Source: an optimization exercise on an open RTL-to-GDS flow (aim: a short achievable clock period and few clock cycles per item). Production flows keep margins and buffers that such runs may drop.
In this exercise RTL edits were held to simulation tests only and were not proved equivalent to the original.
Power figures rest on the tool's default switching activity, not on a simulated workload.

## flow/design.v (module list and top-level ports; edited modules follow where they fit)
// module mm_systolic_array: 1777 lines
// module mm_operand_feeder: 79 lines
// module mm_cmd_decode: 101 lines
// module mm_result_drain: 53 lines
// module mm_top: 78 lines
module mm_top (
    input  logic         clk_buf,
    input  logic         sys_reset,
    input  logic         cmd_valid,
    input  logic [(4 * 8)-1:0] cmd_word,
    output logic         cmd_credit,
    output logic         res_valid,
    output mm_data_pkg::mm_acc_t      res_data,
    input  logic         res_credit,
    output logic         busy,
    output logic         done
);
  // ...
==> flow/flow/run.sh <==
#!/bin/bash
set -euo pipefail
MARGIN=${MARGIN:-7.5}
sed "s/ \"\${@:-finish}\"\$/ SETUP_SLACK_MARGIN=${MARGIN} TNS_END_PERCENT=100 \"\${@:-finish}\"/" standard.sh > standard_margin.sh
grep -q "SETUP_SLACK_MARGIN=${MARGIN}" standard_margin.sh
bash standard_margin.sh > make_flow.log 2>&1
==> flow/standard.sh <==
#!/bin/bash
# synth_recipe.tcl (not shown) runs the flow's synth.tcl, then flattens the netlist and writes it again
# the make line also repeats each setting of config.mk as NAME=value (left out here)
make -C /OpenROAD-flow-scripts/flow DESIGN_CONFIG=/design/flow/config.mk WORK_HOME=/design/flow/orfs CLKGATE_MAP_FILE= SYNTH_SCRIPT=/design/flow/synth_recipe.tcl "${@:-finish}"
==> flow/config.mk <==
export PLATFORM = sky130hd
export DESIGN_NAME = mm_top
export DESIGN_NICKNAME = mm_top
export VERILOG_FILES = /design/flow/design.v
export SDC_FILE = /design/flow/constraint.sdc
export NUM_CORES = 4
export LEC_CHECK = 0
export ABC_CLOCK_PERIOD_IN_PS = 2500
export CAP_MARGIN = 20
export CORE_MARGIN = 2
export CORE_UTILIZATION = 40
export SLEW_MARGIN = 20
==> flow/constraint.sdc <==
create_clock -name core_clock -period 10.5 [get_ports {clk_buf}]
set_input_delay 2.1000 -clock core_clock [delete_from_list [all_inputs] [get_ports {clk_buf}]]
set_output_delay 2.1000 -clock core_clock [all_outputs]
set_load 0.01 [all_outputs]
==> run summary, run 1 <==
status=finished clean; top power group=sequential cells; Max Slew Vio Count=0; share of cells above drive strength 1=between 10% and 20%; largest net degree at the start of global routing=between 100 and 150; worst hold path depth=0; total grt overflow=0; Worst Hold Path EP=u_systolic.r2_835; met3 Usage GRT=under 10%; Cell variety after synth=65; Worst Path Required=8.40 ns; # resized after CTS=roughly 230; fmax=between 200 and 300 MHz; main combinational cell family by area after synthesis=multiplexers; Storage cell area=38700 sq um; Tcrit/Tclk final=between 30% and 40%; Worst Path Buf+Inv=2; Inserted Clock Buffers=148; drt pass-1 iters=6; multi-input combinational area share=between 20 and 30%; sequential power=around 10 mW; share of flip-flops with an asynchronous set or reset=a little over a fifth; # DRC=0; Critical Path Max Stage Delay=0.45 ns; routed vias/inst=4.99; Comb group=between 8 and 9 mW; sequential cell area share=58.9%; Ys Warns=6; grt met1 use=23.1%; register bit count reported by yosys=around 1400; R2R Setup Slk=approximately 7.5 ns; post-synthesis instance area=~56000 sq um; post-DR wirelength/cell=about 22 microns; cell count after synthesis=about 3500; Seq Cell Count=between 1000 and 1500; n_taps=about 1900
Testbench counts, summed over its fixed seeds: cycles 5,281, products 320.
==> run 2, diff against run 1 <==
--- a/flow/config.mk
+++ b/flow/config.mk
@@ -10,3 +10,5 @@
 export CORE_MARGIN = 2
 export CORE_UTILIZATION = 40
+export CTS_CLUSTER_DIAMETER = 100
+export CTS_CLUSTER_SIZE = 30
 export SLEW_MARGIN = 20
==> run summary, run 2 <==
RR Startpoint=u_cmd_decode.s_cnt[0] (unchanged); P_leak=23.6 nW (was 25.4 nW); clock-pin slew on the worst setup and hold paths=0.11 ns (was 0.06 ns); RSZ-0062 raised after global routing=true (unchanged); r2r endpoint=u_cmd_decode.skid[1][23] (was u_cmd_decode.skid[1][22]); row cnt=137 (unchanged); # DRC=0 (unchanged); TNS Setup=0 ns (unchanged); Yosys top cell by area=edfxtp_1 (unchanged); commonest cells after routing, fill and taps aside=edfxtp_1 (834), nand2_1 (407), dfrtp_1 (299), dfxtp_1 (298), o21ai_0 (264) (was edfxtp_1 (834), nand2_1 (403), dfrtp_1 (299), dfxtp_1 (298), o21ai_0 (264)); R2R cell count=15 (was 13); port bufs=71 (unchanged); Syn Nets=3771 (unchanged); fmax=281 MHz (was 277 MHz); crit path capture type=output pin (unchanged); routability cong.=0.767 (unchanged); fin crit period=3.56 ns (was 3.62 ns); DP HPWL=72800 microns (unchanged); initial antenna violation count=10 (was 7); total chip power=21.6 mW (was 24.3 mW); worst hold path depth=0 (unchanged); count leader, synth=edfxtp_1 (unchanged); CTS tree=done (unchanged); final hold vios=0 (unchanged); core area=140000 sq um (unchanged); R2R Setup Slk=7.54 ns (was 7.49 ns); Area Overhead vs Synth=10.2% (was 16.8%); hold_ws=0.335 ns (was 0.315 ns); cell count after synthesis=3451 (unchanged); kind of critical path=flip-flop to output pin (unchanged); drt pass-1 iters=5 (was 6); initial drt markers=2014 (was 2166); CTS root buf=clkbuf_16 (unchanged); share of cells above drive strength 1=15.5% (was 19.9%); Tcrit/Tclk final=33.9% (was 34.4%); Inserted Clock Buffers=56 (was 148); later-pin clock latency in the skew report=0.72 ns (was 0.79 ns); Die Footprint=144000 sq um (unchanged); io pins=72 (unchanged); ANT cells=0 (unchanged); Worst Hold Path EP=u_systolic.r2_838 (was u_systolic.r2_835); GRT Overall Usage=16.6% (was 17.5%); min-delay worst type=flip-flop to flip-flop (unchanged); # hold bufs at CTS=0 (unchanged); register bit count reported by yosys=1440 (unchanged); Critical Path Max Stage Delay=0.47 ns (was 0.45 ns); Setup-failing EPs final=0 (unchanged); fin nets=3877 (was 3982); Cell variety after synth=65 (unchanged); post-synth top area share=44.5% (unchanged); Max Slew Vio Count=0 (unchanged); hold_sp=u_systolic.r1_454 (was u_systolic.r1_447); syn_area_per_cell=16.3 sq um (unchanged); Die Span X=379 microns (unchanged); P per Cell Area=347 nW/um^2 (was 369 nW/um^2); top flop regs=u_feeder.qa (256), u_feeder.qb (256), u_drain.fifo (144) (unchanged); largest net degree at the start of global routing=130 (unchanged); Post-Route WL=117000 microns (was 123000 microns); # Max-Cap Violations=0 (unchanged); Worst Tran Pin Value=1.16 ns (about the same); peak supply drop=0.000229 V (was 0.000215 V); Worst Skew=0.0550 ns (was 0.0455 ns); # clock sinks=1440 (unchanged); CP Cell Sequence=buf_6 > buf_6 (unchanged); routed vias/inst=4.97 (was 4.99); most frequent CP cell=buf_6 (unchanged); max_slew headroom=20.6% (was 20.9%); share of flip-flops with an asynchronous set or reset=21.4% (unchanged); predominant post-synthesis flop cell=edfxtp_1 (unchanged); Initial Utilization=40.3% (unchanged); global-route wire length before repair=179000 microns (was 186000 microns); worst-path fanout max=6 (unchanged); status=finished clean (unchanged); top cells by area, synth=edfxtp_1 (44%), dfrtp_1 (14%), dfxtp_1 (11%) (unchanged); ANT nets after route=0 (unchanged); slowest CP cell=edfxtp_1 (unchanged); crit start category=flip-flop (unchanged); crit path DAT=1.46 ns (was 1.52 ns); htree depth=2 (was 4); Worst Path Required=8.40 ns (about the same); post-synthesis sequential area ratio=68.8% (unchanged); total grt overflow=0 (unchanged); vias in the first global route=28646 (was 30010); post-DR wirelength/cell=21.4 microns (was 21.6 microns); Synth top cells by count=edfxtp_1 (834), nand2_1 (411), dfrtp_1 (305) (unchanged); Die Span Y=379 microns (unchanged); Ys Warns=6 (unchanged); CTS Buffer Depth=3 (unchanged); DR vias=27209 (was 28267); most common cell after layout, fill and taps aside=edfxtp_1 (unchanged); Post-synth EDFFs=834 (unchanged); post-synthesis instance area=56300 sq um (unchanged)
run 2: logic make-up (layout without fill, tap and decap cells):
group | after synthesis | count (layout) | synth area share, %
flip-flops | 1440 | 1440 | 68.8
XOR/XNOR | 35 | 35 | 0.544
adder cells (fa/ha/maj) | 284 | 284 | 9.34
AO/OA/AOI/OAI | 334 | 335 | 3.25
AND/OR/NAND/NOR | 647 | 649 | 5.33
multiplexers | 344 | 344 | 10.1
buffers and inverters | 367 | 513 | 2.74
run 2: layout make-up:
| cell class | instances | area, sq um |
|---|---|---|
| timing repair buffer | 176 | 2010 |
| fill | 12340 | 77600 |
| inverter | 236 | 890 |
| tap | 1876 | 2350 |
| sequential | 1440 | 38700 |
| multi-input combinational | 1647 | 16400 |
| clock buffer | 95 | 1550 |
| clock inverter | 6 | 148 |
run 2: per-stage QoR:
| step | util, % | setup slack (ns) | instance area [sq um] | instances |
|---|---|---|---|---|
| floorplan | - | 4.30 | 56400 | 3451 |
| global placement | 42.4 | 5.42 | 59300 | 5324 |
| detailed placement | 42.4 | 5.33 | 59300 | 5324 |
| CTS | 44.2 | 6.88 | 61700 | 5468 |
| global route | 44.4 | 6.87 | 62100 | 5476 |
| finish | 44.4 | 6.94 | 62100 | 5476 |
run 2: layer usage:
layer	wire [microns]	track usage, %	part of all wire (%)	up-vias
met1	52300	22.9	45	14304
li1	-	-	-	12304
met4	1940	3.39	1.7	0
met5	0	0	0	-
met3	4710	1.83	4.0	104
met2	58300	28.5	50	497
run 2: report_power, final:
group / switching, mW / internal, mW / leakage (nW)
logic: 4.85 / 3.76 / 8.49
clock network: 1.72 / 1.05 / 0.792
registers: 1.27 / 8.92 / 14.3
run 2: critical path: cells and delay by family (launching register included):
kind / cells / cell delay [ns]
buf+inv: 2 / 0.28
flops: 1 / 0.47
run 2: repair_timing:
item                                    CTS  global route
endpoints found under the setup margin  985           465
gates cloned                             13             4
setup buffers                            30             4
gates resized for setup                 221            51
pin swaps                                12             7
run 2: how the worst max path moves through the flow:
stage / cells past startpoint / endpoint / from / slack [ns]
floorplan: 1 / busy / sys_reset / 4.30
global placement: 9 / u_feeder.qa[0][39] / u_cmd_decode.s_cnt[0] / 5.42
detailed placement: 9 / u_feeder.qa[0][39] / u_cmd_decode.s_cnt[0] / 5.33
CTS: 2 / res_data[27] / u_drain.res_data[17] / 6.88
global route: 2 / res_data[27] / u_drain.res_data[17] / 6.87
finish: 2 / res_data[27] / u_drain.res_data[17] / 6.94
==> run 3, diff against run 2 <==
--- a/flow/config.mk
+++ b/flow/config.mk
@@ -9,6 +9,5 @@
 export CAP_MARGIN = 20
 export CORE_MARGIN = 2
-export CORE_UTILIZATION = 40
-export CTS_CLUSTER_DIAMETER = 100
-export CTS_CLUSTER_SIZE = 30
+export CORE_UTILIZATION = 65
+export PLACE_DENSITY = 0.75
 export SLEW_MARGIN = 20
==> run summary, run 3 <==
status=finished clean (unchanged); RSZ-0062 raised after global routing=true (unchanged); io pins=72 (unchanged); total grt overflow=0 (unchanged); Psw=8.60 mW (was 7.84 mW); Area Overhead vs Synth=13.6% (was 10.2%); drt pass-1 iters=7 (was 5); share of flip-flops with an asynchronous set or reset=21.4% (unchanged); max_slew headroom=23.7% (was 20.6%); Synth top cells by count=edfxtp_1 (834), nand2_1 (411), dfrtp_1 (305) (unchanged); Die Footprint=89000 sq um (was 144000 sq um); P_leak=25.0 nW (was 23.6 nW); crit path DAT=1.55 ns (was 1.46 ns); CP startpoint=u_drain.res_data[17] (unchanged); CTS root buf=clkbuf_16 (unchanged); largest net degree at the start of global routing=95 (was 130); peak supply drop=0.000215 V (was 0.000229 V); P per Cell Area=378 nW/um^2 (was 347 nW/um^2); RR Startpoint=u_cmd_decode.s_cnt[1] (was u_cmd_decode.s_cnt[0]); # hold bufs at CTS=0 (unchanged); Post-synth EDFFs=834 (unchanged); Worst setup endpoint=res_data[31] (was res_data[27]); dpl cells=4585 (was 5324); Initial Utilization=65.8% (was 40.3%); hold_ws=0.328 ns (was 0.335 ns); DR vias=29423 (was 27209); DP Area=58400 sq um (was 59300 sq um); Syn Nets=3771 (unchanged); kind of critical path=flip-flop to output pin (unchanged); Inserted Clock Buffers=140 (was 56); Worst Tran Pin Value=1.11 ns (was 1.16 ns); worst-path fanout max=7 (was 6); cell count after synthesis=3451 (unchanged); Setup-failing EPs final=0 (unchanged); Ys Warns=6 (unchanged); htree depth=4 (was 2); predominant post-synthesis flop cell=edfxtp_1 (unchanged); ANT cells=0 (unchanged); global-route wire length before repair=192000 microns (was 179000 microns); ANT nets after route=0 (unchanged); share of cells above drive strength 1=18.7% (was 15.5%); most common cell after layout, fill and taps aside=edfxtp_1 (unchanged); post-DR wirelength/cell=25.8 microns (was 21.4 microns); hold_sp=u_systolic.r2_836 (was u_systolic.r1_454); initial antenna violation count=4 (was 10); # Max-Cap Violations=0 (unchanged); clock-pin slew on the worst setup and hold paths=0.06 ns (was 0.11 ns); commonest cells after routing, fill and taps aside=edfxtp_1 (834), nand2_1 (405), dfrtp_1 (299), dfxtp_1 (298), o21ai_0 (264) (was edfxtp_1 (834), nand2_1 (407), dfrtp_1 (299), dfxtp_1 (298), o21ai_0 (264)); # clock sinks=1440 (unchanged); final hold vios=0 (unchanged); # DRC=0 (unchanged); routability cong.=0.893 (was 0.767); Post-Route WL=126000 microns (was 117000 microns); R2R cell count=14 (was 15); Tcrit/Tclk final=34.8% (was 33.9%); initial drt markers=2801 (was 2014); count leader, synth=edfxtp_1 (unchanged); R2R Setup Slk=7.51 ns (was 7.54 ns); Final Non-Filler Cells=4882 (was 5476); fin nets=3939 (was 3877); Seq pwr share=42.3% (was 47.2%); total chip power=24.2 mW (was 21.6 mW); register bit count reported by yosys=1440 (unchanged); top flop regs=u_feeder.qa (256), u_feeder.qb (256), u_drain.fifo (144) (unchanged); Die Span Y=298 microns (was 379 microns); Sw Ratio=35.5% (was 36.3%); row cnt=107 (was 137); DP HPWL=73100 microns (was 72800 microns); crit path capture type=output pin (unchanged); later-pin clock latency in the skew report=0.75 ns (was 0.72 ns); Int Power=15.6 mW (was 13.7 mW); Comb power frac=36.6% (was 39.9%); Worst Skew=0.0363 ns (was 0.0550 ns); top cells by area, synth=edfxtp_1 (44%), dfrtp_1 (14%), dfxtp_1 (11%) (unchanged); core area=85500 sq um (was 140000 sq um); Yosys top cell by area=edfxtp_1 (unchanged); syn_area_per_cell=16.3 sq um (unchanged); clock share of power=21.1% (was 12.8%); GRT Overall Usage=29.1% (was 16.6%); Cell variety after synth=65 (unchanged); CTS Buffer Depth=3 (unchanged); port bufs=71 (unchanged); Max Slew Vio Count=0 (unchanged); min-delay worst type=flip-flop to flip-flop (unchanged); Fill cells=4850 (was 12340); post-synthesis instance area=56300 sq um (unchanged); crit start category=flip-flop (unchanged); fmax=274 MHz (was 281 MHz); CTS tree=done (unchanged); r2r endpoint=u_cmd_decode.skid[1][25] (was u_cmd_decode.skid[1][23]); vias in the first global route=32231 (was 28646); Die Span X=298 microns (was 379 microns); Design Area, Final=64000 sq um (was 62100 sq um); routed vias/inst=6.03 (was 4.97); TNS Setup=0 ns (unchanged); post-synth top area share=44.5% (unchanged); Worst Path Required=8.40 ns (about the same); fin crit period=3.65 ns (was 3.56 ns); post-synthesis sequential area ratio=68.8% (unchanged)
==> run 3: cell counts after synthesis <==
Identical to the previous run, type by type.
==> run 3: power groups by stage <==
stage                     clock network, mW  logic [mW]  registers (mW)
after floorplan                           0        5.75            9.80
after global placement                    0        8.04            10.2
after detailed placement                  0        8.44            10.3
after CTS                              5.15        8.80            10.2
after global routing                   5.39        9.88            10.4
final                                  5.11        8.86            10.2
==> run 3: worst max-delay path: stages (launching register included) <==
cell and delay [ns]:
edfxtp_1 0.42, buf_6 0.15, buf_16 0.13, buf_6 0.11
==> run 3: kinds of logic (layout without fill, tap and decap cells) <==
group,after synthesis,after routing,share of synthesized area (%)
fa+ha+maj,284,284,9.34
flops,1440,1440,68.8
xor+xnor,35,35,0.544
mux,344,344,10.1
compound gates,334,334,3.25
simple gates,647,647,5.33
buf+inv,367,654,2.74
==> run 3: cell type report <==
type / instances / area [sq um] / area share [%]
clock inverter: 79 / 925 / 1.45
inverter: 236 / 890 / 1.39
tap: 1144 / 1430 / 2.24
clock buffer: 182 / 3830 / 5.98
multi-input combinational: 1644 / 16300 / 25.5
timing repair buffer: 157 / 1890 / 2.95
sequential: 1440 / 38700 / 60.5
==> run 3: worst min-delay path by stage <==
stage / slack [ns] / cells past startpoint / to
3_3_place_gp: 0.31 / 0 / u_systolic.r2_835
4_1_cts: 0.32 / 0 / u_systolic.r3_963
5_1_grt: 0.33 / 0 / u_systolic.r3_963
2_1_floorplan: 0.31 / 0 / u_systolic.r2_833
3_5_place_dp: 0.31 / 0 / u_systolic.r3_963
6_report: 0.33 / 0 / u_systolic.r3_963
==> run 3: metrics by stage <==
step / setup slack, ns / utilization [%]
final: 6.85 / 74.8
after global routing: 6.80 / 74.8
after CTS: 6.83 / 74.5
after detailed placement: 6.26 / 68.2
after global placement: 6.32 / 68.2
after floorplan: 4.30 / -
==> run 3: what timing repair did <==
item	4_1_cts	5_1_grt
gates resized for setup	198	27
pin swaps	8	3
endpoints found under the hold margin	0	0
buffers inserted	14	6
endpoints found under the setup margin	890	499
gates cloned	15	1
==> run 3: routing by layer <==
metal	part of all wire (%)	GRT usage, %	up-vias
li1	-	-	12513
met1	37	36.3	15345
met2	52	50.3	1243
met3	6.7	5.55	320
met4	4.0	12.5	2
met5	0.010	0	-
==> run 4, diff against run 3 <==
==> flow/run.sh (new file) <==
#!/bin/bash
# synth_recipe.tcl (not shown) runs the flow's synth.tcl, then flattens the netlist and writes it again
# the make line also repeats each setting of config.mk as NAME=value (left out here)
make -C /OpenROAD-flow-scripts/flow DESIGN_CONFIG=/design/flow/config.mk WORK_HOME=/design/flow/orfs CLKGATE_MAP_FILE= SYNTH_SCRIPT=/design/flow/synth_recipe.tcl finish
--- a/flow/config.mk
+++ b/flow/config.mk
@@ -9,5 +9,5 @@
 export CAP_MARGIN = 20
 export CORE_MARGIN = 2
-export CORE_UTILIZATION = 65
-export PLACE_DENSITY = 0.75
+export CORE_UTILIZATION = 40
+export SETUP_SLACK_MARGIN = 5
 export SLEW_MARGIN = 20
removed: flow/flow/run.sh
removed: flow/standard.sh
==> run summary, run 4 <==
worst-path fanout max=67 (was 7); CTS Buffer Depth=3 (unchanged); Seq pwr share=43.4% (was 42.3%); Initial Utilization=40.3% (was 65.8%); Die Span Y=379 microns (was 298 microns); max_slew headroom=20.3% (was 23.7%); post-synth top area share=44.5% (unchanged); status=finished clean (unchanged); Critical Path Max Stage Delay=0.86 ns (was 0.42 ns); Worst Path Buf+Inv=4 (was 3); initial drt markers=1810 (was 2801); peak supply drop=0.000203 V (was 0.000215 V); global-route wire length before repair=180000 microns (was 192000 microns); RR Startpoint=u_cmd_decode.s_cnt[0] (was u_cmd_decode.s_cnt[1]); largest net degree at the start of global routing=130 (was 95); commonest cells after routing, fill and taps aside=edfxtp_1 (834), nand2_1 (410), dfrtp_1 (299), dfxtp_1 (298), o21ai_0 (264) (was edfxtp_1 (834), nand2_1 (405), dfrtp_1 (299), dfxtp_1 (298), o21ai_0 (264)); post-DR wirelength/cell=20.7 microns (was 25.8 microns); fin crit period=5.10 ns (was 3.65 ns); Synth top cells by count=edfxtp_1 (834), nand2_1 (411), dfrtp_1 (305) (unchanged); most common cell after layout, fill and taps aside=edfxtp_1 (unchanged); vias in the first global route=29459 (was 32231); # resized after CTS=0 (was 198); CP startpoint=u_cmd_decode.s_cnt[0] (was u_drain.res_data[17]); routed vias/inst=4.93 (was 6.03); drt pass-1 iters=5 (was 7); top flop regs=u_feeder.qa (256), u_feeder.qb (256), u_drain.fifo (144) (unchanged); routability cong.=0.767 (was 0.893); count leader, synth=edfxtp_1 (unchanged); ANT nets after route=0 (unchanged); Worst Skew=0.0444 ns (was 0.0363 ns); DP Area=59300 sq um (was 58400 sq um); clock-pin slew on the worst setup and hold paths=0.06 ns (about the same); GRT Overall Usage=16.7% (was 29.1%); top cells by area, synth=edfxtp_1 (44%), dfrtp_1 (14%), dfxtp_1 (11%) (unchanged); Yosys top cell by area=edfxtp_1 (unchanged); Post-synth EDFFs=834 (unchanged); clock share of power=22.2% (was 21.1%); Cell variety after synth=65 (unchanged); R2R cell count=9 (was 14); crit path DAT=5.48 ns (was 1.55 ns); Final Non-Filler Cells=5603 (was 4882); syn_area_per_cell=16.3 sq um (unchanged); Tcrit/Tclk final=48.6% (was 34.8%); Syn Nets=3771 (unchanged); min-delay worst type=flip-flop to flip-flop (unchanged); buffer count from post-CTS setup fixing=0 (was 14); most frequent CP cell=buf_4 (was buf_6); Max Slew Vio Count=0 (unchanged); slowest CP cell=buf_4 (was edfxtp_1); share of flip-flops with an asynchronous set or reset=21.4% (unchanged); RSZ-0062 raised after global routing=false (was true); crit path capture type=flip-flop (was output pin); Finished Core Util=46.0% (was 74.8%); Die Footprint=144000 sq um (was 89000 sq um); post-synthesis sequential area ratio=68.8% (unchanged); fmax=196 MHz (was 274 MHz); final hold vios=0 (unchanged); Psw=8.19 mW (was 8.60 mW); register bit count reported by yosys=1440 (unchanged); htree depth=4 (unchanged); dpl cells=5324 (was 4585); Ys Warns=6 (unchanged); CTS root buf=clkbuf_16 (unchanged); # hold bufs at CTS=0 (unchanged); Design Area, Final=64300 sq um (was 64000 sq um); io pins=72 (unchanged); hold_ws=0.312 ns (was 0.328 ns); Comb power frac=34.4% (was 36.6%); CTS tree=done (unchanged); # clock sinks=1440 (unchanged); core area=140000 sq um (was 85500 sq um); Inserted Clock Buffers=148 (was 140); CP top delay family=buffers and inverters (was flip-flops); r2r endpoint=u_feeder.qa[0][92] (was u_cmd_decode.skid[1][25]); DP HPWL=72800 microns (was 73100 microns); P per Cell Area=367 nW/um^2 (was 378 nW/um^2); Worst Tran Pin Value=1.16 ns (was 1.11 ns); P_leak=24.6 nW (was 25.0 nW); crit start category=flip-flop (unchanged); Int Power=15.4 mW (was 15.6 mW); R2R Setup Slk=5.40 ns (was 7.51 ns); TNS Setup=0 ns (unchanged); Worst Path Required=10.87 ns (was 8.40 ns); predominant post-synthesis flop cell=edfxtp_1 (unchanged); initial antenna violation count=8 (was 4); total grt overflow=0 (unchanged); # DRC=0 (unchanged); Die Span X=379 microns (was 298 microns); later-pin clock latency in the skew report=0.78 ns (was 0.75 ns); DR vias=27636 (was 29423); share of cells above drive strength 1=16.8% (was 18.7%); Sw Ratio=34.7% (was 35.5%); # Max-Cap Violations=0 (unchanged); row cnt=137 (was 107); Setup-failing EPs final=0 (unchanged); Worst setup endpoint=u_feeder.qa[0][92] (was res_data[31]); port bufs=71 (unchanged); CP Cell Sequence=or2_2 > buf_4 > mux2i_2 > inv_1 > ha_1 > or4b_1 > nor2_4 > buf_4 > buf_4 (was buf_6 > buf_16 > buf_6); cell count after synthesis=3451 (unchanged); Stages on worst setup path=9 (was 3); Area Overhead vs Synth=14.1% (was 13.6%); Post-Route WL=116000 microns (was 126000 microns); kind of critical path=flip-flop to flip-flop (was flip-flop to output pin); post-synthesis instance area=56300 sq um (unchanged); fin nets=3918 (was 3939)
run 4: cell counts after synthesis:
No cell type changed its count.
run 4: how the worst min path moves through the flow:
stage	slack, ns	startpoint	depth (start not counted)	end
after global routing	0.32	u_systolic.r1_447	0	u_systolic.r2_835
after global placement	0.31	u_systolic.r1_468	0	u_systolic.r2_844
after floorplan	0.31	u_systolic.r1_445	0	u_systolic.r2_833
final	0.31	u_systolic.r1_447	0	u_systolic.r2_835
after CTS	0.32	u_systolic.r1_447	0	u_systolic.r2_835
after detailed placement	0.31	u_systolic.r1_445	0	u_systolic.r2_833
run 4: cell families after synthesis:
group / Yosys count / synth area share [%]
DFF: 1440 / 68.8
xor gates and xnor gates: 35 / 0.544
and+or+nand+nor: 647 / 5.33
muxes: 344 / 10.1
buffers and inverters: 367 / 2.74
adders and majority gates: 284 / 9.34
AOI/OAI and AO/OA: 334 / 3.25
run 4: final cells by class:
cell class | count | area [sq um]
Tap cell | 1876 | 2350
Multi-Input combinational cell | 1644 | 16100
Clock buffer | 212 | 4260
Antenna cell | 1 | 2.50
Sequential cell | 1440 | 38700
Fill cell | 12144 | 75400
Clock inverter | 66 | 711
Inverter | 236 | 890
Timing Repair Buffer | 128 | 1180
run 4: worst reg2reg max path: cells and delay by family (launching register included):
| kind | cells | cell delay (ns) |
|---|---|---|
| simple gates | 3 | 1.65 |
| fa+ha+maj | 1 | 0.16 |
| mux | 1 | 0.34 |
| buf+inv | 4 | 2.14 |
| flops | 1 | 0.40 |
run 4: power groups by stage:
stage	clock, mW	sequential (mW)	combinational (mW)
2_1_floorplan	0	9.80	5.75
3_3_place_gp	0	10.3	8.15
3_5_place_dp	0	10.4	8.31
4_1_cts	5.35	10.3	8.34
5_1_grt	5.60	10.5	9.28
6_report	5.23	10.2	8.11
run 4: metal layers:
metal / up-vias / routed length (microns) / track usage [%]
met5: - / 0 / 0
met4: 0 / 2800 / 5.31
met3: 181 / 5190 / 3.12
met2: 570 / 56400 / 27.5
met1: 14385 / 51500 / 22.6
li1: 12500 / - / -
run 4: metrics by stage:
step / setup slack [ns] / total power [mW]
after floorplan: 4.30 / 15.6
after global placement: 5.42 / 18.5
after detailed placement: 5.33 / 18.7
after CTS: 5.30 / 24.0
after global routing: 5.07 / 25.4
final: 5.40 / 23.6
==> module mm_operand_feeder, before the edit <==
module mm_operand_feeder (
    input  logic       clk_buf,
    input  logic       sys_reset,
    input  logic       run_start,
    input  logic [4*(4 * 8)-1:0] a_rows,
    input  logic [4*(4 * 8)-1:0] b_rows,
    input  logic       send,            
    output logic       q_full,
    output logic       active,          
    output logic       op_v,
    output mm_data_pkg::mm_row_t op_a,   
    output mm_data_pkg::mm_row_t op_b    
);
    localparam int DIM   = 4;
    localparam int W     = (4 * 8);
    localparam int EW    = 8;
    localparam int Q     = 2;
    localparam int QP_W  = (Q > 1) ? $clog2(Q) : 1;
    localparam int QC_W  = $clog2(Q + 1);
    localparam int D     = 8;
    localparam int PD_W  = $clog2(D + 1);
    logic [DIM*W-1:0] qa [Q];
    logic [DIM*W-1:0] qb [Q];
    logic [QP_W-1:0]  wp, rp;
    logic [QC_W-1:0]  occ, occ_next;
    logic             occ_nz;
    logic [3:0]       n;
    logic             issue, last;
    logic [PD_W-1:0]  pend, pend_next;
    logic             can_issue;
    logic [DIM*W-1:0] head_a, head_b;
    function automatic logic [QP_W-1:0] qinc(input logic [QP_W-1:0] p);
        qinc = (p == QP_W'(Q - 1)) ? '0 : p + 1'b1;
    endfunction
    assign issue     = occ_nz && can_issue;
    assign last      = issue && (n == 4'd15);
    assign occ_next  = occ + QC_W'(run_start) - QC_W'(last);
    assign pend_next = pend + PD_W'(issue) - PD_W'(send);
    assign active    = occ_nz || (pend != '0) || run_start;
    always_ff @(posedge clk_buf) begin
        if (run_start) begin
            qa[wp] <= a_rows;
            qb[wp] <= b_rows;
        end
    end
    assign head_a = qa[rp];
    assign head_b = qb[rp];
    always_ff @(posedge clk_buf or posedge sys_reset) begin
        if (sys_reset) begin
            wp        <= '0;
            rp        <= '0;
            occ       <= '0;
            occ_nz    <= 1'b0;
            q_full    <= 1'b0;
            n         <= '0;
            pend      <= '0;
            can_issue <= 1'b1;
            op_v      <= 1'b0;
        end else begin
            if (run_start) wp <= qinc(wp);
            if (last)      rp <= qinc(rp);
            if (issue)     n  <= n + 1'b1;
            occ       <= occ_next;
            occ_nz    <= (occ_next != '0);
            q_full    <= (occ_next == QC_W'(Q));
            pend      <= pend_next;
            can_issue <= (pend_next < PD_W'(D));
            op_v      <= issue;
        end
    end
    always_ff @(posedge clk_buf) begin
        if (issue) begin
            op_a <= head_a[n[3:2]*W +: W];
            for (int k = 0; k < DIM; k++) begin
                op_b[k*EW +: EW] <= head_b[k*W + n[1:0]*EW +: EW];
            end
        end
    end
endmodule
==> module mm_cmd_decode, before the edit <==
module mm_cmd_decode (
    input  logic         clk_buf,
    input  logic         sys_reset,
    input  logic         cmd_valid,
    input  logic [(4 * 8)-1:0] cmd_word,
    output logic         cmd_credit,
    input  logic         q_full,         
    output logic         run_start,      
    output logic         started,        
    output logic [4*(4 * 8)-1:0] a_rows,
    output logic [4*(4 * 8)-1:0] b_rows
);
    localparam int DIM  = 4;
    localparam int W    = (4 * 8);
    localparam int SKID = 3;
    logic           in_v;
    logic [W-1:0]   in_w;
    logic [W-1:0]   skid [SKID];
    logic [1:0]     s_cnt, s_cnt_next;
    logic           s_ne;
    logic           src_v;
    logic [W-1:0]   src_w;
    logic           src_start;
    logic           take;
    logic           push, pop;
    logic [1:0]     owe_q, owe_now;
    logic [2:0]     early, early_next;   
    logic           early_ok;
    logic           give;
    logic           expect_data;
    logic           sel_b;
    logic [1:0]     row;
    always_ff @(posedge clk_buf or posedge sys_reset) begin
        if (sys_reset) in_v <= 1'b0;
        else           in_v <= cmd_valid;
    end
    always_ff @(posedge clk_buf) begin
        in_w <= cmd_word;
    end
    assign s_ne      = (s_cnt != 2'd0);
    assign src_v     = s_ne || in_v;
    assign src_w     = s_ne ? skid[0] : in_w;
    assign src_start = !expect_data && (src_w[1:0] == mm_cmd_pkg::OP_START);
    assign take      = src_v && !(src_start && q_full);
    assign run_start = take && src_start;
    assign pop        = s_ne && take;
    assign push       = in_v && (s_ne || !take);
    assign s_cnt_next = s_cnt + 2'(push) - 2'(pop);
    always_ff @(posedge clk_buf) begin
        for (int i = 0; i < SKID; i++) begin
            if (push && (2'(i) == s_cnt - 2'(pop))) begin
                skid[i] <= in_w;
            end else if (pop && i < SKID - 1) begin
                skid[i] <= skid[i + 1];
            end
        end
    end
    always_ff @(posedge clk_buf or posedge sys_reset) begin
        if (sys_reset) s_cnt <= '0;
        else           s_cnt <= s_cnt_next;
    end
    assign owe_now    = owe_q + 2'(in_v) - 2'(cmd_credit);
    assign early_ok   = early[2] || (early == 3'd0) || ((early == 3'd1) && take);
    assign give       = early_ok && (cmd_valid || (owe_now != 2'd0));
    assign early_next = early + 3'(give) - 3'(take);
    always_ff @(posedge clk_buf or posedge sys_reset) begin
        if (sys_reset) begin
            owe_q      <= '0;
            early      <= '0;
            cmd_credit <= 1'b0;
        end else begin
            owe_q      <= owe_now;
            early      <= early_next;
            cmd_credit <= give;
        end
    end
    always_ff @(posedge clk_buf or posedge sys_reset) begin
        if (sys_reset) begin
            expect_data <= 1'b0;
            sel_b       <= 1'b0;
            row         <= '0;
            started     <= 1'b0;
            a_rows      <= '0;
            b_rows      <= '0;
        end else begin
            if (run_start) started <= 1'b1;
            if (take) begin
                if (expect_data) begin
                    expect_data <= 1'b0;
                    if (sel_b) b_rows[row*W +: W] <= src_w;
                    else       a_rows[row*W +: W] <= src_w;
                end else if (src_w[1:0] == mm_cmd_pkg::OP_LOAD_A ||
                             src_w[1:0] == mm_cmd_pkg::OP_LOAD_B) begin
                    expect_data <= 1'b1;
                    sel_b       <= (src_w[1:0] == mm_cmd_pkg::OP_LOAD_B);
                    row         <= src_w[3:2];
                end
            end
        end
    end
endmodule
==> module mm_result_drain, before the edit <==
module mm_result_drain (
    input  logic                 clk_buf,
    input  logic                 sys_reset,
    input  logic                 dot_v,
    input  logic signed [17:0]   dot,
    output logic                 res_valid,
    output mm_data_pkg::mm_acc_t res_data,
    input  logic                 res_credit,
    output logic                 send
);
    localparam int D      = 8;
    localparam int P_W    = $clog2(D);
    localparam int C_W    = $clog2(D + 1);
    localparam int CRED_W = $clog2(4 + 1);
    logic signed [17:0] fifo [D];
    logic [P_W-1:0]     fwp, frp;
    logic [C_W-1:0]     fcnt, fcnt_next;
    logic               f_ne;
    logic               wr, rd;
    logic               cr_q;
    logic [CRED_W-1:0]  credits, credits_next;
    logic               cred_nz;
    assign send         = (f_ne || dot_v) && cred_nz;
    assign rd           = f_ne && cred_nz;
    assign wr           = dot_v && (f_ne || !cred_nz);
    assign fcnt_next    = fcnt + C_W'(wr) - C_W'(rd);
    assign credits_next = credits - CRED_W'(send) + CRED_W'(cr_q);
    always_ff @(posedge clk_buf) begin
        if (wr)   fifo[fwp] <= dot;
        if (send) res_data  <= mm_data_pkg::mm_acc_t'(f_ne ? fifo[frp] : dot);
    end
    always_ff @(posedge clk_buf or posedge sys_reset) begin
        if (sys_reset) begin
            fwp       <= '0;
            frp       <= '0;
            fcnt      <= '0;
            f_ne      <= 1'b0;
            cr_q      <= 1'b0;
            credits   <= CRED_W'(4);
            cred_nz   <= 1'b1;
            res_valid <= 1'b0;
        end else begin
            if (wr) fwp <= fwp + 1'b1;
            if (rd) frp <= frp + 1'b1;
            fcnt      <= fcnt_next;
            f_ne      <= (fcnt_next != '0);
            cr_q      <= res_credit;
            credits   <= credits_next;
            cred_nz   <= (credits_next != '0);
            res_valid <= send;
        end
    end
endmodule
==> run 5, diff against run 4 <==
--- a/flow/design.v
+++ b/flow/design.v
@@ -1871,9 +1871,7 @@
     end
     always_ff @(posedge clk_buf) begin
-        if (issue) begin
-            op_a <= head_a[n[3:2]*W +: W];
-            for (int k = 0; k < DIM; k++) begin
-                op_b[k*EW +: EW] <= head_b[k*W + n[1:0]*EW +: EW];
-            end
+        op_a <= head_a[n[3:2]*W +: W];
+        for (int k = 0; k < DIM; k++) begin
+            op_b[k*EW +: EW] <= head_b[k*W + n[1:0]*EW +: EW];
         end
     end
@@ -1895,21 +1893,21 @@
     localparam int W    = (4 * 8);
     localparam int SKID = 3;
-    logic           in_v;
-    logic [W-1:0]   in_w;
-    logic [W-1:0]   skid [SKID];
-    logic [1:0]     s_cnt, s_cnt_next;
-    logic           s_ne;
-    logic           src_v;
-    logic [W-1:0]   src_w;
-    logic           src_start;
-    logic           take;
-    logic           push, pop;
-    logic [1:0]     owe_q, owe_now;
-    logic [2:0]     early, early_next;   
-    logic           early_ok;
-    logic           give;
-    logic           expect_data;
-    logic           sel_b;
-    logic [1:0]     row;
+    logic            in_v;
+    logic [W-1:0]    in_w;
+    logic [W-1:0]    skid   [SKID];
+    logic [SKID-1:0] skid_v;              
+    logic [SKID-1:0] kept_v;              
+    logic            src_v;
+    logic [W-1:0]    src_w;
+    logic            src_start;
+    logic            take;
+    logic            push, pop;
+    logic            owe1_q, owe2_q;      
+    logic            owe1, owe2;
+    logic            early;               
+    logic            give;
+    logic            expect_data;
+    logic            sel_b;
+    logic [1:0]      row;
     always_ff @(posedge clk_buf or posedge sys_reset) begin
         if (sys_reset) in_v <= 1'b0;
@@ -1919,16 +1917,15 @@
         in_w <= cmd_word;
     end
-    assign s_ne      = (s_cnt != 2'd0);
-    assign src_v     = s_ne || in_v;
-    assign src_w     = s_ne ? skid[0] : in_w;
+    assign src_v     = skid_v[0] || in_v;
+    assign src_w     = skid_v[0] ? skid[0] : in_w;
     assign src_start = !expect_data && (src_w[1:0] == mm_cmd_pkg::OP_START);
     assign take      = src_v && !(src_start && q_full);
     assign run_start = take && src_start;
-    assign pop        = s_ne && take;
-    assign push       = in_v && (s_ne || !take);
-    assign s_cnt_next = s_cnt + 2'(push) - 2'(pop);
+    assign pop  = skid_v[0] && take;
+    assign push = in_v && (skid_v[0] || !take);
+    assign kept_v = pop ? {1'b0, skid_v[SKID-1:1]} : skid_v;
     always_ff @(posedge clk_buf) begin
         for (int i = 0; i < SKID; i++) begin
-            if (push && (2'(i) == s_cnt - 2'(pop))) begin
+            if (push && !kept_v[i] && (i == 0 || kept_v[i - 1])) begin
                 skid[i] <= in_w;
             end else if (pop && i < SKID - 1) begin
@@ -1938,19 +1935,30 @@
     end
     always_ff @(posedge clk_buf or posedge sys_reset) begin
-        if (sys_reset) s_cnt <= '0;
-        else           s_cnt <= s_cnt_next;
+        if (sys_reset) begin
+            skid_v <= '0;
+        end else begin
+            for (int i = 0; i < SKID; i++) begin
+                skid_v[i] <= kept_v[i] || (push && (i == 0 || kept_v[i - 1]));
+            end
+        end
+    end
+    always_comb begin
+        case ({in_v, cmd_credit})
+            2'b10:   begin owe1 = 1'b1;             owe2 = owe1_q; end
+            2'b01:   begin owe1 = owe2_q;           owe2 = 1'b0;   end
+            default: begin owe1 = owe1_q;           owe2 = owe2_q; end
+        endcase
     end
-    assign owe_now    = owe_q + 2'(in_v) - 2'(cmd_credit);
-    assign early_ok   = early[2] || (early == 3'd0) || ((early == 3'd1) && take);
-    assign give       = early_ok && (cmd_valid || (owe_now != 2'd0));
-    assign early_next = early + 3'(give) - 3'(take);
+    assign give = (!early || take) && (cmd_valid || owe1);
     always_ff @(posedge clk_buf or posedge sys_reset) begin
         if (sys_reset) begin
-            owe_q      <= '0;
-            early      <= '0;
+            owe1_q     <= 1'b0;
+            owe2_q     <= 1'b0;
+            early      <= 1'b0;
             cmd_credit <= 1'b0;
         end else begin
-            owe_q      <= owe_now;
-            early      <= early_next;
+            owe1_q     <= owe1;
+            owe2_q     <= owe2;
+            early      <= (early == take) ? give : early;
             cmd_credit <= give;
         end
@@ -2010,6 +2018,6 @@
     assign credits_next = credits - CRED_W'(send) + CRED_W'(cr_q);
     always_ff @(posedge clk_buf) begin
-        if (wr)   fifo[fwp] <= dot;
-        if (send) res_data  <= mm_data_pkg::mm_acc_t'(f_ne ? fifo[frp] : dot);
+        if (wr) fifo[fwp] <= dot;
+        res_data <= mm_data_pkg::mm_acc_t'(f_ne ? fifo[frp] : dot);
     end
     always_ff @(posedge clk_buf or posedge sys_reset) begin
==> flow/flow/run.sh (new file) <==
#!/bin/bash
set -euo pipefail
MARGIN=${MARGIN:-7.5}
sed "s/ \"\${@:-finish}\"\$/ SETUP_SLACK_MARGIN=${MARGIN} TNS_END_PERCENT=100 \"\${@:-finish}\"/" standard.sh > standard_margin.sh
grep -q "SETUP_SLACK_MARGIN=${MARGIN}" standard_margin.sh
bash standard_margin.sh > make_flow.log 2>&1
==> flow/standard.sh (new file) <==
#!/bin/bash
# synth_recipe.tcl (not shown) runs the flow's synth.tcl, then flattens the netlist and writes it again
# the make line also repeats each setting of config.mk as NAME=value (left out here)
make -C /OpenROAD-flow-scripts/flow DESIGN_CONFIG=/design/flow/config.mk WORK_HOME=/design/flow/orfs CLKGATE_MAP_FILE= SYNTH_SCRIPT=/design/flow/synth_recipe.tcl "${@:-finish}"
--- a/flow/config.mk
+++ b/flow/config.mk
@@ -10,4 +10,3 @@
 export CORE_MARGIN = 2
 export CORE_UTILIZATION = 40
-export SETUP_SLACK_MARGIN = 5
 export SLEW_MARGIN = 20
removed: flow/run.sh
==> run summary, run 5 <==
initial antenna violation count=12 (was 8); total grt overflow=0 (unchanged); post-DR wirelength/cell=21.1 microns (was 20.7 microns); clock-pin slew on the worst setup and hold paths=0.06 ns (about the same); hold_sp=u_systolic.r2_836 (was u_systolic.r1_447); register bit count reported by yosys=1439 (was 1440); Worst Path Required=8.40 ns (was 10.87 ns); Storage cell area=37900 sq um (was 38700 sq um); syn_area_per_cell=15.9 sq um (was 16.3 sq um); crit start category=flip-flop (unchanged); # clock sinks=1439 (was 1440); CP startpoint=u_drain.res_data[17] (was u_cmd_decode.s_cnt[0]); vias in the first global route=29121 (was 29459); DP HPWL=71600 microns (was 72800 microns); Die Footprint=142000 sq um (was 144000 sq um); # DRC=0 (unchanged); max_slew headroom=19.7% (was 20.3%); CTS Buffer Depth=3 (unchanged); P per Cell Area=327 nW/um^2 (was 367 nW/um^2); io pins=72 (unchanged); later-pin clock latency in the skew report=0.77 ns (was 0.78 ns); Cell variety after synth=68 (was 65); global-route wire length before repair=180000 microns (about the same); Setup-failing EPs final=0 (unchanged); Sw Ratio=33.0% (was 34.7%); top flop regs=u_feeder.qa (256), u_feeder.qb (256), u_drain.fifo (144) (unchanged); clock share of power=24.7% (was 22.2%); R2R cell count=7 (was 9); # hold bufs at CTS=0 (unchanged); Worst Skew=0.0263 ns (was 0.0444 ns); Syn Nets=3792 (was 3771); post-synthesis instance area=55400 sq um (was 56300 sq um); crit path capture type=output pin (was flip-flop); commonest cells after routing, fill and taps aside=edfxtp_1 (752), nand2_1 (424), dfxtp_1 (379), dfrtp_1 (297), o21ai_0 (271) (was edfxtp_1 (834), nand2_1 (410), dfrtp_1 (299), dfxtp_1 (298), o21ai_0 (264)); fin nets=3968 (was 3918); ANT nets after route=0 (unchanged); Seq pwr share=43.9% (was 43.4%); Worst Tran Pin Value=1.18 ns (was 1.16 ns); most common cell after layout, fill and taps aside=edfxtp_1 (unchanged); CP top delay family=flip-flops (was buffers and inverters); area of the multi-input gates=16200 sq um (was 16100 sq um); Initial Utilization=40.3% (about the same); Fill cells=11862 (was 12144); cell count after synthesis=3476 (was 3451); Int Power=14.0 mW (was 15.4 mW); drt pass-1 iters=5 (unchanged); top cells by area, synth=edfxtp_1 (41%), dfrtp_1 (14%), dfxtp_1 (14%) (was edfxtp_1 (44%), dfrtp_1 (14%), dfxtp_1 (11%)); slowest CP cell=dfxtp_4 (was buf_4); RSZ-0062 raised after global routing=true (was false); DR vias=27760 (was 27636); routed vias/inst=4.98 (was 4.93); Post-Route WL=117000 microns (was 116000 microns); port bufs=71 (unchanged); share of cells above drive strength 1=18.3% (was 16.8%); total chip power=20.9 mW (was 23.6 mW); worst hold path depth=0 (unchanged); Synth top cells by count=edfxtp_1 (752), nand2_1 (424), dfxtp_1 (380) (was edfxtp_1 (834), nand2_1 (411), dfrtp_1 (305)); Stages on worst setup path=2 (was 9); Ys Warns=8 (was 6); row cnt=136 (was 137); htree depth=4 (unchanged); Die Span Y=376 microns (was 379 microns); Die Span X=376 microns (was 379 microns); Worst Path Buf+Inv=2 (was 4); initial drt markers=2025 (was 1810); TNS Setup=0 ns (unchanged); # Max-Cap Violations=0 (unchanged); Design Area, Final=63800 sq um (was 64300 sq um); post-synthesis sequential area ratio=68.3% (was 68.8%); crit path DAT=1.38 ns (was 5.48 ns); Max Slew Vio Count=0 (unchanged); P_leak=24.5 nW (was 24.6 nW); Inserted Clock Buffers=146 (was 148); Comb power frac=31.4% (was 34.4%); share of flip-flops with an asynchronous set or reset=21.3% (was 21.4%); count leader, synth=edfxtp_1 (unchanged); min-delay worst type=flip-flop to flip-flop (unchanged); predominant post-synthesis flop cell=edfxtp_1 (unchanged); Critical Path Max Stage Delay=0.38 ns (was 0.86 ns); post-synth top area share=40.7% (was 44.5%); Tcrit/Tclk final=33.1% (was 48.6%); largest net degree at the start of global routing=72 (was 130); CTS tree=done (unchanged); Yosys top cell by area=edfxtp_1 (unchanged); CP Cell Sequence=buf_8 > buf_6 (was or2_2 > buf_4 > mux2i_2 > inv_1 > ha_1 > or4b_1 > nor2_4 > buf_4 > buf_4); Area Overhead vs Synth=15.1% (was 14.1%); RR Startpoint=u_cmd_decode.skid_v[0] (was u_cmd_decode.s_cnt[0]); fmax=288 MHz (was 196 MHz); Post-synth EDFFs=752 (was 834); final hold vios=0 (unchanged); worst-path fanout max=7 (was 67); peak supply drop=0.000164 V (was 0.000203 V); Psw=6.90 mW (was 8.19 mW); fin crit period=3.48 ns (was 5.10 ns); status=finished clean (unchanged); routability cong.=0.774 (was 0.767); kind of critical path=flip-flop to output pin (was flip-flop to flip-flop); DP Area=58400 sq um (was 59300 sq um); GRT Overall Usage=16.9% (was 16.7%); CTS root buf=clkbuf_16 (unchanged); core area=137000 sq um (was 140000 sq um)
run 5: cell types whose count changed after synthesis, moves of 7 or more:
cell      previous run  this run
mux2_2             125       134
and2_1             159       138
o21ai_0            265       272
clkbuf_1            46        62
a21oi_1             17        29
nor2_1              23        40
inv_1              236       253
nand2_1            411       424
o21ai_1             11         2
edfxtp_1           834       752
mux2_1               8         1
dfxtp_1            298       380
run 5: metrics by stage:
| stage | instances | setup slack, ns | utilization [%] | hold slack (ns) |
|---|---|---|---|---|
| 2_1_floorplan | 3476 | 4.32 | - | 0.310 |
| 3_3_place_gp | 5269 | 5.36 | 42.5 | 0.311 |
| 3_5_place_dp | 5270 | 5.32 | 42.5 | 0.312 |
| 4_1_cts | 5563 | 6.96 | 46.3 | 0.316 |
| 5_1_grt | 5569 | 6.96 | 46.4 | 0.327 |
| 6_report | 5571 | 7.02 | 46.4 | 0.317 |
run 5: final timing paths:
| path | to | slack (ns) |
|---|---|---|
| worst max register to register | u_feeder.qb[0][56] | 7.58 |
| max in group asynchronous | u_drain.credits[2] | 7.68 |
| min in group asynchronous | u_cmd_decode.cmd_credit | 1.67 |
| worst max-delay path | res_data[22] | 7.02 |
| worst min-delay path | u_systolic.r3_963 | 0.32 |
| worst min register to register | u_systolic.r3_963 | 0.32 |
run 5: cell families (layout without fill, tap and decap cells):
| logic type | Yosys count | in the layout | synth area share (%) |
|---|---|---|---|
| compound gates | 344 | 344 | 3.39 |
| xor+xnor | 32 | 32 | 0.506 |
| fa+ha+maj | 280 | 280 | 9.38 |
| buf+inv | 382 | 677 | 2.81 |
| flops | 1439 | 1439 | 68.3 |
| mux | 346 | 346 | 10.3 |
| other cells | 0 | 2 | 0 |
| simple gates | 653 | 657 | 5.32 |
run 5: timing repair:
item                                    in CTS  in global routing
pin swaps                                    1                  1
gates resized for setup                    191                 21
gates cloned                                11                  4
endpoints found under the setup margin     870                264
setup buffers                               11                  2
run 5: worst reg2reg max path, stage by stage (launching register included):
cell and delay, ns:
dfrtp_2 0.41, buf_12 0.20, mux2i_4 0.27, inv_2 0.07
ha_2 0.17, or4b_4 0.52, nor2_4 0.35, bufbuf_16 0.57
run 5: per-layer routing:
layer  track usage [%]  vias to the layer above  share of wire (%)
met5                 0                        -                  0
met4              4.94                        0                2.2
met3              2.95                      164                4.7
met2              28.9                      599                 50
met1              22.1                    14430                 43
li1                  -                    12567                  -
run 5: layout make-up:
cell class,instances,area share [%]
repair buffers,152,2.63
well taps,1794,3.52
diodes,2,0.00784
clock buffers,221,6.77
multi-input cells,1659,25.4
flip-flops and latches,1439,59.4
inverters,254,1.50
clock inverters,50,0.810
run 5: power groups by stage:
stage          clock network [mW]  registers [mW]  logic, mW
3_3_place_gp                    0            9.26       6.50
3_5_place_dp                    0            9.32       6.69
5_1_grt                      5.51            9.35       7.60
4_1_cts                      5.28            9.20       6.70
2_1_floorplan                   0            8.74       4.83
6_report                     5.16            9.18       6.56
Testbench counts of run 5, summed over its fixed seeds: cycles 5,281, products 320.
==> run 6, diff against run 5 <==
--- a/flow/config.mk
+++ b/flow/config.mk
@@ -10,3 +10,5 @@
 export CORE_MARGIN = 2
 export CORE_UTILIZATION = 40
+export CTS_CLUSTER_DIAMETER = 100
+export CTS_CLUSTER_SIZE = 24
 export SLEW_MARGIN = 20
==> run summary, run 6 <==
status=finished clean (unchanged); Inserted Clock Buffers=70 (was 146); GR peak layer=met2 (unchanged); Int Power=12.2 mW (was 14.0 mW); CTS Buffer Depth=3 (unchanged); Synth top cells by count=edfxtp_1 (752), nand2_1 (424), dfxtp_1 (380) (unchanged); min-delay worst type=flip-flop to flip-flop (unchanged); Die Span Y=376 microns (unchanged); fin crit period=3.40 ns (was 3.48 ns); Max Slew Vio Count=0 (unchanged); vias in the first global route=28324 (was 29121); grt met2 use=28.5% (was 28.9%); commonest cells after routing, fill and taps aside=edfxtp_1 (752), nand2_1 (424), dfxtp_1 (379), dfrtp_1 (297), o21ai_0 (271) (unchanged); global-route wire length before repair=177000 microns (was 180000 microns); P_leak=23.1 nW (was 24.5 nW); share of cells above drive strength 1=15.0% (was 18.3%); Die Footprint=142000 sq um (unchanged); Post-Route WL=116000 microns (was 117000 microns); Synth Area in Adders=9.38% (unchanged); # Max-Cap Violations=0 (unchanged); max_slew headroom=20.3% (was 19.7%); count leader, synth=edfxtp_1 (unchanged); Yosys top cell by area=edfxtp_1 (unchanged); Worst Tran Pin Value=1.17 ns (was 1.18 ns); drt pass-1 iters=5 (unchanged); CTS tree=done (unchanged); P per Cell Area=308 nW/um^2 (was 327 nW/um^2); io pins=72 (unchanged); Compound-Gate Fraction of Synth Area=3.39% (unchanged); most common cell after layout, fill and taps aside=edfxtp_1 (unchanged); Final Non-Filler Cells=5424 (was 5571); RR Startpoint=u_cmd_decode.skid_v[0] (unchanged); crit start category=flip-flop (unchanged); CTS root buf=clkbuf_16 (unchanged); main combinational cell family by area after synthesis=multiplexers (unchanged); Worst Path Required=8.40 ns (about the same); worst-path fanout max=3 (was 7); Cell variety after synth=68 (unchanged); Area Overhead vs Synth=9.89% (was 15.1%); cell count after synthesis=3476 (unchanged); # hold bufs at CTS=0 (unchanged); Syn Nets=3792 (unchanged); # clock sinks=1439 (unchanged); RSZ-0062 raised after global routing=true (unchanged); top flop regs=u_feeder.qa (256), u_feeder.qb (256), u_drain.fifo (144) (unchanged); later-pin clock latency in the skew report=0.71 ns (was 0.77 ns); crit path capture type=output pin (unchanged); initial drt markers=2071 (was 2025); total grt overflow=0 (unchanged); htree depth=3 (was 4); total chip power=18.7 mW (was 20.9 mW); Ys Warns=8 (unchanged); post-synth top area share=40.7% (unchanged); initial antenna violation count=9 (was 12); post-synthesis instance area=55400 sq um (unchanged); CP startpoint=u_drain.res_data[17] (unchanged); predominant post-synthesis flop cell=edfxtp_1 (unchanged); port bufs=71 (unchanged); Worst Skew=0.0339 ns (was 0.0263 ns); dpl cells=5270 (unchanged); register bit count reported by yosys=1439 (unchanged); GRT Overall Usage=16.6% (was 16.9%); Seq pwr share=48.9% (was 43.9%); DP HPWL=71600 microns (unchanged); Comb power frac=34.7% (was 31.4%); fmax=294 MHz (was 288 MHz); Tcrit/Tclk final=32.4% (was 33.1%); # DRC=0 (unchanged); post-DR wirelength/cell=21.3 microns (was 21.1 microns); post-synthesis xor/xnor area fraction=0.506% (unchanged); Psw=6.51 mW (was 6.90 mW); largest net degree at the start of global routing=142 (was 72); crit path DAT=1.30 ns (was 1.38 ns); Sw Ratio=34.7% (was 33.0%); hold_sp=u_systolic.r1_468 (was u_systolic.r2_836); top cells by area, synth=edfxtp_1 (41%), dfrtp_1 (14%), dfxtp_1 (14%) (unchanged); peak supply drop=0.000149 V (was 0.000164 V); grt met1 use=22.5% (was 22.1%); core area=137000 sq um (unchanged); final hold vios=0 (unchanged); ANT nets after route=0 (unchanged); mux cell area share after synthesis=10.3% (unchanged); Simple-Gate Fraction of Synth Area=5.32% (unchanged); clock share of power=16.4% (was 24.7%); Setup-failing EPs final=0 (unchanged); row cnt=136 (unchanged); syn_area_per_cell=15.9 sq um (unchanged); Die Span X=376 microns (unchanged); TNS Setup=0 ns (unchanged); met3 Usage GRT=2.26% (was 2.95%); share of flip-flops with an asynchronous set or reset=21.3% (unchanged); Post-synth EDFFs=752 (unchanged); Finished Core Util=44.3% (was 46.4%); routability cong.=0.774 (unchanged); clock-pin slew on the worst setup and hold paths=0.10 ns (was 0.06 ns); kind of critical path=flip-flop to output pin (unchanged); routed vias/inst=5.01 (was 4.98); Initial Utilization=40.3% (unchanged); post-synthesis sequential area ratio=68.3% (unchanged); fin nets=3888 (was 3968); DR vias=27175 (was 27760)
run 6: cell types whose count changed in the layout (fill, tap and decap cells not counted), moves of 8 or more:
| cell | previous run | this run |
|---|---|---|
| buf_2 | 22 | 30 |
| clkbuf_16 | 155 | 72 |
| clkinv_1 | 12 | 1 |
| clkbuf_8 | 25 | 0 |
| clkinv_2 | 16 | 0 |
| buf_6 | 19 | 8 |
run 6: per-stage QoR:
step / hold slack (ns) / setup slack (ns) / cell area (sq um)
6_report: 0.334 / 7.10 / 60900
5_1_grt: 0.339 / 7.01 / 60900
4_1_cts: 0.335 / 7.03 / 60800
3_5_place_dp: 0.312 / 5.32 / 58400
3_3_place_gp: 0.311 / 5.36 / 58400
2_1_floorplan: 0.310 / 4.32 / 55500
run 6: cells by family after synthesis:
kind of cell	Yosys count
adder cells (fa/ha/maj)	280
XOR/XNOR	32
multiplexers	346
AO/OA/AOI/OAI	344
AND/OR/NAND/NOR	653
buffers and inverters	382
flip-flops	1439
run 6: per-layer routing:
layer / part of all wire, % / wire length, microns / vias to the layer above
li1: - / - / 12301
met1: 44 / 51300 / 14293
met2: 50 / 58000 / 459
met3: 3.6 / 4150 / 122
met4: 1.9 / 2230 / 0
met5: 0 / 0 / -
run 6: worst paths after layout:
check,to,depth (start not counted),slack [ns]
max,res_data[28],2,7.10
min,u_systolic.r2_844,0,0.33
max reg2reg,u_feeder.qb[0][31],9,7.49
min reg2reg,u_systolic.r2_844,0,0.33
max in group asynchronous,u_drain.credits[2],4,7.63
min in group asynchronous,u_cmd_decode.owe1_q,2,1.74
run 6: layout make-up:
cell class	instances	area, sq um
Timing Repair Buffer	148	1530
Sequential cell	1439	37900
Clock buffer	120	1960
Tap cell	1794	2240
Clock inverter	8	118
Inverter	254	957
Multi-Input combinational cell	1659	16200
Antenna cell	2	5.00
Fill cell	12147	76600
run 6: critical path, stage by stage, from the launching register on:
cell     delay, ns
dfxtp_4       0.36
buf_4         0.14
buf_6         0.11
run 6: timing repair:
| action | CTS | global route |
|---|---|---|
| pin swaps | 2 | 0 |
| resized for setup | 186 | 6 |
| gates cloned | 8 | 3 |
| buffers inserted | 13 | 0 |
| endpoints found under the setup margin | 870 | 310 |
run 6: power groups by stage:
stage	Sequential, mW	Combinational, mW	Clock (mW)
after detailed placement	9.32	6.69	0
after global routing	9.33	7.55	3.37
final	9.16	6.50	3.08
after CTS	9.18	6.69	3.18
after floorplan	8.74	4.83	0
after global placement	9.26	6.50	0

re-timing with driven ports:
No port has a modelled driver above. Below, the same layouts with a new extraction and two added sets of constraints. Step 1 (the two cells are an assumption about what drives the block):
set clk [get_ports {clk_buf}]
set_driving_cell -lib_cell sky130_fd_sc_hd__clkbuf_16 $clk
set_driving_cell -lib_cell sky130_fd_sc_hd__buf_2 [delete_from_list [all_inputs] $clk]
Step 2 times the ports against the registers' clock, not the clock port: input delays grow and output delays shrink by t, the midpoint of the rising clock arrivals with the driver on. a / b / c = ideal ports / drivers / drivers and shift; a / b = the first two.
run | t (ns) | setup WS [ns] | worst setup path after step 2 | latest minus earliest clock arrival (ns) | worst slew at a driven data input, ns
run 1 | 0.837 | 6.885 / 6.810 / 6.882 | input, reset recovery | 0.051 / 0.051 | 0.07
run 2 | 0.767 | 6.940 / 6.867 / 6.856 | input to register | 0.057 / 0.058 | 0.07
run 3 | 0.803 | 6.850 / 6.785 / 6.847 | input to register | 0.042 / 0.042 | 0.04
run 4 | 0.832 | 5.398 / 5.398 / 5.398 | register to register | 0.046 / 0.046 | 0.07
run 5 | 0.833 | 7.023 / 6.951 / 6.898 | input, reset recovery | 0.029 / 0.029 | 0.05
run 6 | 0.768 | 7.096 / 7.020 / 6.917 | input, reset recovery | 0.037 / 0.037 | 0.05
After both steps setup and hold are still met in every run listed. For run 6, which loses most, drivers alone change the setup slack by -0.076 ns; drivers and shift together by -0.179 ns. The worst setup slack also covers recovery checks on asynchronous resets.
